Background: an optimization exercise with open tools, aiming at small area. Do not read the settings as production practice. Where RTL was checked, it was by simulation tests only, not by an equivalence proof against the original. Power figures rest on the tool's default switching activity, not on a simulated workload. No driver is modelled on the clock port, so clocking that relies on it looks cheaper here than on a real chip.

==> flow/design.v <==
module axis_pingpong_frame_buffer #(
   parameter int DATA_WIDTH = 32,
   parameter int FRAME_LEN  = 24,
   parameter int CNT_WIDTH  = 16
) (
   input  logic                         i_clk,
   input  logic                         i_rst,
   input  logic [DATA_WIDTH-1:0]        s_axis_tdata,
   input  logic                         s_axis_tvalid,
   output logic                         s_axis_tready,
   output logic [DATA_WIDTH-1:0]        m_axis_tdata,
   output logic                         m_axis_tvalid,
   input  logic                         m_axis_tready,
   output logic                         m_axis_tlast,
   output logic [1:0]                   o_bank_full,
   output logic [CNT_WIDTH-1:0]         o_frame_cnt
);
   localparam int               PTR_W    = 5;
   function automatic logic [4:0] ptr_next(input logic [4:0] p);
      ptr_next = {p[3:0], ~(p[4] ^ p[2])};
   endfunction
   function automatic logic ptr_at_last(input logic [4:0] p);
      ptr_at_last = p[4] & p[3] & ~p[2] & ~p[0];
   endfunction
   logic [DATA_WIDTH-1:0] bank0_r [FRAME_LEN];
   logic [DATA_WIDTH-1:0] bank1_r [FRAME_LEN];
   logic [1:0]            full_r;
   logic                  wr_bank_r, rd_bank_r;
   logic                  rd_bank0_r;    
   logic [PTR_W-1:0]      wr_ptr_r, rd_ptr_r;
   logic                  s_tready_s;
   logic [DATA_WIDTH-1:0] m_tdata_r;
   logic                  m_tvalid_r, m_tlast_r;
   logic [CNT_WIDTH-1:0]  frame_cnt_r;
   logic                  wr_last_s;
   logic                  wr_fire_s, wr_close_s, out_free_s, rd_load_s, rd_last_s;
   logic                  tlast_acc_s, shift0_s, shift1_s;
   logic [1:0]            full_s;
   logic                  wr_bank_s, rd_bank_s, m_tvalid_s, m_tlast_s;
   assign s_tready_s  = ~full_r[wr_bank_r];
   assign wr_fire_s   = s_axis_tvalid & s_tready_s;
   assign wr_close_s  = wr_fire_s & wr_last_s;
   assign out_free_s  = ~m_tvalid_r | m_axis_tready;
   assign rd_load_s   = out_free_s & full_r[rd_bank_r];
   assign rd_last_s   = ptr_at_last(rd_ptr_r);
   assign wr_last_s   = ptr_at_last(wr_ptr_r);
   assign tlast_acc_s = m_axis_tready & m_tlast_r;
   assign shift0_s = (wr_fire_s & ~wr_bank_r) | (rd_load_s & ~rd_bank_r);
   assign shift1_s = (wr_fire_s &  wr_bank_r) | (rd_load_s &  rd_bank_r);
   always_comb begin
      full_s    = full_r;
      wr_bank_s = wr_bank_r;
      rd_bank_s = rd_bank_r;
      if (wr_close_s) begin
         full_s[wr_bank_r] = 1'b1;
         wr_bank_s         = ~wr_bank_r;
      end
      if (rd_load_s & rd_last_s) begin
         full_s[rd_bank_r] = 1'b0;
         rd_bank_s         = ~rd_bank_r;
      end
      if (rd_load_s) begin
         m_tvalid_s = 1'b1;
         m_tlast_s  = rd_last_s;
      end else if (m_axis_tready) begin
         m_tvalid_s = 1'b0;
         m_tlast_s  = 1'b0;
      end else begin
         m_tvalid_s = m_tvalid_r;
         m_tlast_s  = m_tlast_r;
      end
   end
   always_ff @(posedge i_clk) begin
      if (i_rst) begin
         full_r      <= 2'b00;
         wr_bank_r   <= 1'b0;
         rd_bank_r   <= 1'b0;
         rd_bank0_r  <= 1'b1;
         wr_ptr_r    <= '0;
         rd_ptr_r    <= '0;
         m_tvalid_r  <= 1'b0;
         m_tlast_r   <= 1'b0;
         frame_cnt_r <= '0;
      end else begin
         full_r      <= full_s;
         wr_bank_r   <= wr_bank_s;
         rd_bank_r   <= rd_bank_s;
         rd_bank0_r  <= ~rd_bank_s;
         m_tvalid_r  <= m_tvalid_s;
         m_tlast_r   <= m_tlast_s;
         if (wr_close_s) begin
            wr_ptr_r <= '0;
         end else if (wr_fire_s) begin
            wr_ptr_r <= ptr_next(wr_ptr_r);
         end
         if (rd_load_s) begin
            rd_ptr_r <= rd_last_s ? '0 : ptr_next(rd_ptr_r);
         end
         if (tlast_acc_s) begin
            frame_cnt_r <= frame_cnt_r + CNT_WIDTH'(1);
         end
      end
   end
   always_ff @(posedge i_clk) begin
      if (rd_load_s) begin
         m_tdata_r <= ({DATA_WIDTH{rd_bank_r}}  & bank1_r[FRAME_LEN-1]) |
                      ({DATA_WIDTH{rd_bank0_r}} & bank0_r[FRAME_LEN-1]);
      end
   end
   always_ff @(posedge i_clk) begin
      if (shift0_s) begin
         bank0_r[0] <= s_axis_tdata;
         for (int i = 1; i < FRAME_LEN; i++) bank0_r[i] <= bank0_r[i-1];
      end
      if (shift1_s) begin
         bank1_r[0] <= s_axis_tdata;
         for (int i = 1; i < FRAME_LEN; i++) bank1_r[i] <= bank1_r[i-1];
      end
   end
   assign s_axis_tready = s_tready_s;
   assign m_axis_tdata  = m_tdata_r;
   assign m_axis_tvalid = m_tvalid_r;
   assign m_axis_tlast  = m_tlast_r;
   assign o_bank_full   = full_r | ({2{m_tlast_r}} & {~rd_bank_r, rd_bank_r});
   assign o_frame_cnt   = frame_cnt_r;
endmodule
Settings: LEC_CHECK=0, CAP_MARGIN=0, CORE_MARGIN=2, CORE_UTILIZATION=75, PLACE_DENSITY=0.95, SLEW_MARGIN=0; clock period 5.0 ns.
standard.sh (not shown) runs the stock make flow with config.mk's settings and CLKGATE_MAP_FILE= SYNTH_SCRIPT=/design/flow/synth_recipe.tcl, a recipe that flattens the netlist after the stock synthesis.
==> flow/flow/run.sh <==
#!/bin/bash
# Own layout flow: the standard ORFS flow (standard.sh, unchanged synthesis),
# with buf_1 port buffers and a clock tree of sized leaf clusters without
# dummy loads (settings in flow/cts.env). Output goes to standard.log.
set -euo pipefail
source flow/cts.env
export BUFFER_PORTS_ARGS="-buffer_cell sky130_fd_sc_hd__buf_1"
export CTS_ARGS="-sink_clustering_enable -repair_clock_nets -buf_list $CTS_BUF -sink_clustering_size $CTS_SIZE -sink_clustering_max_diameter $CTS_DIAM -dont_use_dummy_load"
bash standard.sh > standard.log 2>&1
==> flow/flow/cts.env <==
CTS_BUF=sky130_fd_sc_hd__buf_12; CTS_SIZE=30; CTS_DIAM=80
Rerun with:
--- a/flow/design.v
+++ b/flow/design.v
@@ -24,11 +24,10 @@
    endfunction
    logic [DATA_WIDTH-1:0] bank0_r [FRAME_LEN];
    logic [DATA_WIDTH-1:0] bank1_r [FRAME_LEN];
    logic [1:0]            full_r;
    logic                  wr_bank_r, rd_bank_r;
-   logic                  rd_bank0_r;    
    logic [PTR_W-1:0]      wr_ptr_r, rd_ptr_r;
    logic                  s_tready_s;
    logic [DATA_WIDTH-1:0] m_tdata_r;
    logic                  m_tvalid_r, m_tlast_r;
    logic [CNT_WIDTH-1:0]  frame_cnt_r;
@@ -73,21 +72,19 @@
    always_ff @(posedge i_clk) begin
       if (i_rst) begin
          full_r      <= 2'b00;
          wr_bank_r   <= 1'b0;
          rd_bank_r   <= 1'b0;
-         rd_bank0_r  <= 1'b1;
          wr_ptr_r    <= '0;
          rd_ptr_r    <= '0;
          m_tvalid_r  <= 1'b0;
          m_tlast_r   <= 1'b0;
          frame_cnt_r <= '0;
       end else begin
          full_r      <= full_s;
          wr_bank_r   <= wr_bank_s;
          rd_bank_r   <= rd_bank_s;
-         rd_bank0_r  <= ~rd_bank_s;
          m_tvalid_r  <= m_tvalid_s;
          m_tlast_r   <= m_tlast_s;
          if (wr_close_s) begin
             wr_ptr_r <= '0;
          end else if (wr_fire_s) begin
@@ -101,12 +98,11 @@
          end
       end
    end
    always_ff @(posedge i_clk) begin
       if (rd_load_s) begin
-         m_tdata_r <= ({DATA_WIDTH{rd_bank_r}}  & bank1_r[FRAME_LEN-1]) |
-                      ({DATA_WIDTH{rd_bank0_r}} & bank0_r[FRAME_LEN-1]);
+         m_tdata_r <= rd_bank_r ? bank1_r[FRAME_LEN-1] : bank0_r[FRAME_LEN-1];
       end
    end
    always_ff @(posedge i_clk) begin
       if (shift0_s) begin
          bank0_r[0] <= s_axis_tdata;
Final area goes down by 0.45%.
Via count decreases by 2.9%.
Utilization falls by 0.36 points.
Count of clock-buffer cells in the layout does not change.
Clock power hardly moves.
Power is about the same.
Clock skew goes up by 8.2 ps.
Area after synthesis is about the same.
Routed wire length shrinks by 4.4%.
No functional check of the RTL was part of the first run of this note.

* * *

axis_pingpong_frame_buffer, a different RTL version from the one above (not shown whole).
For scale: roughly 1,800 cells after synthesis, about 1,600 flip-flops, ~89 I/O pins, about 49,000 µm² of cells after synthesis.
==> module axis_pingpong_frame_buffer, before the edit <==
module axis_pingpong_frame_buffer #(
   parameter int DATA_WIDTH = 32,
   parameter int FRAME_LEN  = 24,
   parameter int CNT_WIDTH  = 16
) (
   input  logic                         i_clk,
   input  logic                         i_rst,
   input  logic [DATA_WIDTH-1:0]        s_axis_tdata,
   input  logic                         s_axis_tvalid,
   output logic                         s_axis_tready,
   output logic [DATA_WIDTH-1:0]        m_axis_tdata,
   output logic                         m_axis_tvalid,
   input  logic                         m_axis_tready,
   output logic                         m_axis_tlast,
   output logic [1:0]                   o_bank_full,
   output logic [CNT_WIDTH-1:0]         o_frame_cnt
);
   localparam int               PTR_W    = (FRAME_LEN > 1) ? $clog2(FRAME_LEN) : 1;
   localparam logic [PTR_W-1:0] LAST_IDX = PTR_W'(FRAME_LEN - 1);
   logic [DATA_WIDTH-1:0] bank0_r [FRAME_LEN];
   logic [DATA_WIDTH-1:0] bank1_r [FRAME_LEN];
   logic [1:0]            full_r;
   logic                  wr_bank_r, rd_bank_r;
   logic [PTR_W-1:0]      wr_ptr_r, rd_ptr_r;
   logic                  s_tready_r;
   logic [DATA_WIDTH-1:0] m_tdata_r;
   logic                  m_tvalid_r, m_tlast_r;
   logic [1:0]            bank_full_r;
   logic [CNT_WIDTH-1:0]  frame_cnt_r;
   logic                  wr_fire_s, wr_close_s, out_free_s, rd_load_s, rd_last_s;
   logic                  tlast_acc_s, shift0_s, shift1_s;
   logic [1:0]            full_s;
   logic                  wr_bank_s, rd_bank_s, m_tvalid_s, m_tlast_s;
   assign wr_fire_s   = s_axis_tvalid & s_tready_r;
   assign wr_close_s  = wr_fire_s & (wr_ptr_r == LAST_IDX);
   assign out_free_s  = ~m_tvalid_r | m_axis_tready;
   assign rd_load_s   = out_free_s & full_r[rd_bank_r];
   assign rd_last_s   = (rd_ptr_r == LAST_IDX);
   assign tlast_acc_s = m_axis_tready & m_tlast_r;
   assign shift0_s = (wr_fire_s & ~wr_bank_r) | (rd_load_s & ~rd_bank_r);
   assign shift1_s = (wr_fire_s &  wr_bank_r) | (rd_load_s &  rd_bank_r);
   always_comb begin
      full_s    = full_r;
      wr_bank_s = wr_bank_r;
      rd_bank_s = rd_bank_r;
      if (wr_close_s) begin
         full_s[wr_bank_r] = 1'b1;
         wr_bank_s         = ~wr_bank_r;
      end
      if (rd_load_s & rd_last_s) begin
         full_s[rd_bank_r] = 1'b0;
         rd_bank_s         = ~rd_bank_r;
      end
      if (rd_load_s) begin
         m_tvalid_s = 1'b1;
         m_tlast_s  = rd_last_s;
      end else if (m_axis_tready) begin
         m_tvalid_s = 1'b0;
         m_tlast_s  = 1'b0;
      end else begin
         m_tvalid_s = m_tvalid_r;
         m_tlast_s  = m_tlast_r;
      end
   end
   always_ff @(posedge i_clk) begin
      if (i_rst) begin
         full_r      <= 2'b00;
         wr_bank_r   <= 1'b0;
         rd_bank_r   <= 1'b0;
         wr_ptr_r    <= '0;
         rd_ptr_r    <= '0;
         s_tready_r  <= 1'b1;
         m_tvalid_r  <= 1'b0;
         m_tlast_r   <= 1'b0;
         bank_full_r <= 2'b00;
         frame_cnt_r <= '0;
      end else begin
         full_r      <= full_s;
         wr_bank_r   <= wr_bank_s;
         rd_bank_r   <= rd_bank_s;
         m_tvalid_r  <= m_tvalid_s;
         m_tlast_r   <= m_tlast_s;
         s_tready_r  <= ~full_s[wr_bank_s];
         bank_full_r <= full_s | ({2{m_tlast_s}} & {~rd_bank_s, rd_bank_s});
         if (wr_close_s) begin
            wr_ptr_r <= '0;
         end else if (wr_fire_s) begin
            wr_ptr_r <= wr_ptr_r + PTR_W'(1);
         end
         if (rd_load_s) begin
            rd_ptr_r <= rd_last_s ? '0 : rd_ptr_r + PTR_W'(1);
         end
         if (tlast_acc_s) begin
            frame_cnt_r <= frame_cnt_r + CNT_WIDTH'(1);
         end
      end
   end
   always_ff @(posedge i_clk) begin
      if (rd_load_s) begin
         m_tdata_r <= rd_bank_r ? bank1_r[FRAME_LEN-1] : bank0_r[FRAME_LEN-1];
      end
   end
   always_ff @(posedge i_clk) begin
      if (shift0_s) begin
         bank0_r[0] <= s_axis_tdata;
         for (int i = 1; i < FRAME_LEN; i++) bank0_r[i] <= bank0_r[i-1];
      end
      if (shift1_s) begin
         bank1_r[0] <= s_axis_tdata;
         for (int i = 1; i < FRAME_LEN; i++) bank1_r[i] <= bank1_r[i-1];
      end
   end
   assign s_axis_tready = s_tready_r;
   assign m_axis_tdata  = m_tdata_r;
   assign m_axis_tvalid = m_tvalid_r;
   assign m_axis_tlast  = m_tlast_r;
   assign o_bank_full   = bank_full_r;
   assign o_frame_cnt   = frame_cnt_r;
endmodule
export LEC_CHECK = 0
export CAP_MARGIN = 0
export CORE_MARGIN = 2
export CORE_UTILIZATION = 60
export PLACE_DENSITY = 0.85
export SLEW_MARGIN = 0
create_clock -name core_clock -period 5.0 [get_ports {i_clk}]
==> flow/flow/cts.env <==
CTS_BUF=sky130_fd_sc_hd__clkbuf_8; CTS_SIZE=18; CTS_DIAM=60
Scripts as last shown in full above: flow/flow/run.sh
The baseline finished with timing, DRC and antenna clean.
Edit:
--- a/flow/design.v
+++ b/flow/design.v
@@ -15,27 +15,34 @@
    output logic [1:0]                   o_bank_full,
    output logic [CNT_WIDTH-1:0]         o_frame_cnt
 );
-   localparam int               PTR_W    = (FRAME_LEN > 1) ? $clog2(FRAME_LEN) : 1;
-   localparam logic [PTR_W-1:0] LAST_IDX = PTR_W'(FRAME_LEN - 1);
+   localparam int               PTR_W    = 5;
+   function automatic logic [4:0] ptr_next(input logic [4:0] p);
+      ptr_next = {p[3:0], ~(p[4] ^ p[2])};
+   endfunction
+   function automatic logic ptr_at_last(input logic [4:0] p);
+      ptr_at_last = p[4] & p[3] & ~p[2] & ~p[0];
+   endfunction
    logic [DATA_WIDTH-1:0] bank0_r [FRAME_LEN];
    logic [DATA_WIDTH-1:0] bank1_r [FRAME_LEN];
    logic [1:0]            full_r;
    logic                  wr_bank_r, rd_bank_r;
    logic [PTR_W-1:0]      wr_ptr_r, rd_ptr_r;
-   logic                  s_tready_r;
+   logic                  s_tready_s;
    logic [DATA_WIDTH-1:0] m_tdata_r;
    logic                  m_tvalid_r, m_tlast_r;
-   logic [1:0]            bank_full_r;
    logic [CNT_WIDTH-1:0]  frame_cnt_r;
+   logic                  wr_last_s;
    logic                  wr_fire_s, wr_close_s, out_free_s, rd_load_s, rd_last_s;
    logic                  tlast_acc_s, shift0_s, shift1_s;
    logic [1:0]            full_s;
    logic                  wr_bank_s, rd_bank_s, m_tvalid_s, m_tlast_s;
-   assign wr_fire_s   = s_axis_tvalid & s_tready_r;
-   assign wr_close_s  = wr_fire_s & (wr_ptr_r == LAST_IDX);
+   assign s_tready_s  = ~full_r[wr_bank_r];
+   assign wr_fire_s   = s_axis_tvalid & s_tready_s;
+   assign wr_close_s  = wr_fire_s & wr_last_s;
    assign out_free_s  = ~m_tvalid_r | m_axis_tready;
    assign rd_load_s   = out_free_s & full_r[rd_bank_r];
-   assign rd_last_s   = (rd_ptr_r == LAST_IDX);
+   assign rd_last_s   = ptr_at_last(rd_ptr_r);
+   assign wr_last_s   = ptr_at_last(wr_ptr_r);
    assign tlast_acc_s = m_axis_tready & m_tlast_r;
    assign shift0_s = (wr_fire_s & ~wr_bank_r) | (rd_load_s & ~rd_bank_r);
    assign shift1_s = (wr_fire_s &  wr_bank_r) | (rd_load_s &  rd_bank_r);
@@ -69,10 +76,8 @@
          rd_bank_r   <= 1'b0;
          wr_ptr_r    <= '0;
          rd_ptr_r    <= '0;
-         s_tready_r  <= 1'b1;
          m_tvalid_r  <= 1'b0;
          m_tlast_r   <= 1'b0;
-         bank_full_r <= 2'b00;
          frame_cnt_r <= '0;
       end else begin
          full_r      <= full_s;
@@ -80,15 +85,13 @@
          rd_bank_r   <= rd_bank_s;
          m_tvalid_r  <= m_tvalid_s;
          m_tlast_r   <= m_tlast_s;
-         s_tready_r  <= ~full_s[wr_bank_s];
-         bank_full_r <= full_s | ({2{m_tlast_s}} & {~rd_bank_s, rd_bank_s});
          if (wr_close_s) begin
             wr_ptr_r <= '0;
          end else if (wr_fire_s) begin
-            wr_ptr_r <= wr_ptr_r + PTR_W'(1);
+            wr_ptr_r <= ptr_next(wr_ptr_r);
          end
          if (rd_load_s) begin
-            rd_ptr_r <= rd_last_s ? '0 : rd_ptr_r + PTR_W'(1);
+            rd_ptr_r <= rd_last_s ? '0 : ptr_next(rd_ptr_r);
          end
          if (tlast_acc_s) begin
             frame_cnt_r <= frame_cnt_r + CNT_WIDTH'(1);
@@ -110,10 +113,10 @@
          for (int i = 1; i < FRAME_LEN; i++) bank1_r[i] <= bank1_r[i-1];
       end
    end
-   assign s_axis_tready = s_tready_r;
+   assign s_axis_tready = s_tready_s;
    assign m_axis_tdata  = m_tdata_r;
    assign m_axis_tvalid = m_tvalid_r;
    assign m_axis_tlast  = m_tlast_r;
-   assign o_bank_full   = bank_full_r;
+   assign o_bank_full   = full_r | ({2{m_tlast_r}} & {~rd_bank_r, rd_bank_r});
    assign o_frame_cnt   = frame_cnt_r;
 endmodule
Effect: Core utilization barely changes. Design area stays flat. Wire length goes down by 7.0%. Global-route usage goes down by 1.1 points. Area after synthesis goes down by 0.33%. Maximum frequency goes down by 8.1%.

static timing again, ports no longer ideal:
The flow's constraints put no driver on any port. The routed layouts listed below were extracted and timed again, unchanged, in two steps.
Step 1 (the two cells are an assumption about what drives the block):
set clk [get_ports {i_clk}]
set_driving_cell -lib_cell sky130_fd_sc_hd__clkbuf_16 $clk
set_driving_cell -lib_cell sky130_fd_sc_hd__buf_2 [delete_from_list [all_inputs] $clk]
Step 2 adds t to the input delays and takes it off the output delays; t is the mean of the earliest and latest rising clock arrival at the registers after step 1. Input paths then give back, and output paths get back, about the clock's delay inside the block.
Slacks: ideal / step 1 / step 2; pairs: ideal / step 1.
run	shift t [ns]	setup slack, ns	hold WS [ns]	worst slew at a driven data input, ns
the first run of note 1	0.655	1.750 / 1.750 / 1.313	0.412 / 0.412 / 0.412	0.10
the second run of note 1	0.655	1.513 / 1.513 / 1.500	0.407 / 0.407 / 0.407	0.05
the first run of note 2	0.744	1.875 / 1.875 / 1.347	0.356 / 0.356 / 0.356	0.13
the second run of note 2	0.754	1.598 / 1.563 / 1.505	0.387 / 0.387 / 0.387	0.10
After both steps setup and hold are still met in every run listed. The setup slack of the first run of note 2, which loses most, moves by 0.000 ns with the drivers and by -0.528 ns with both steps.
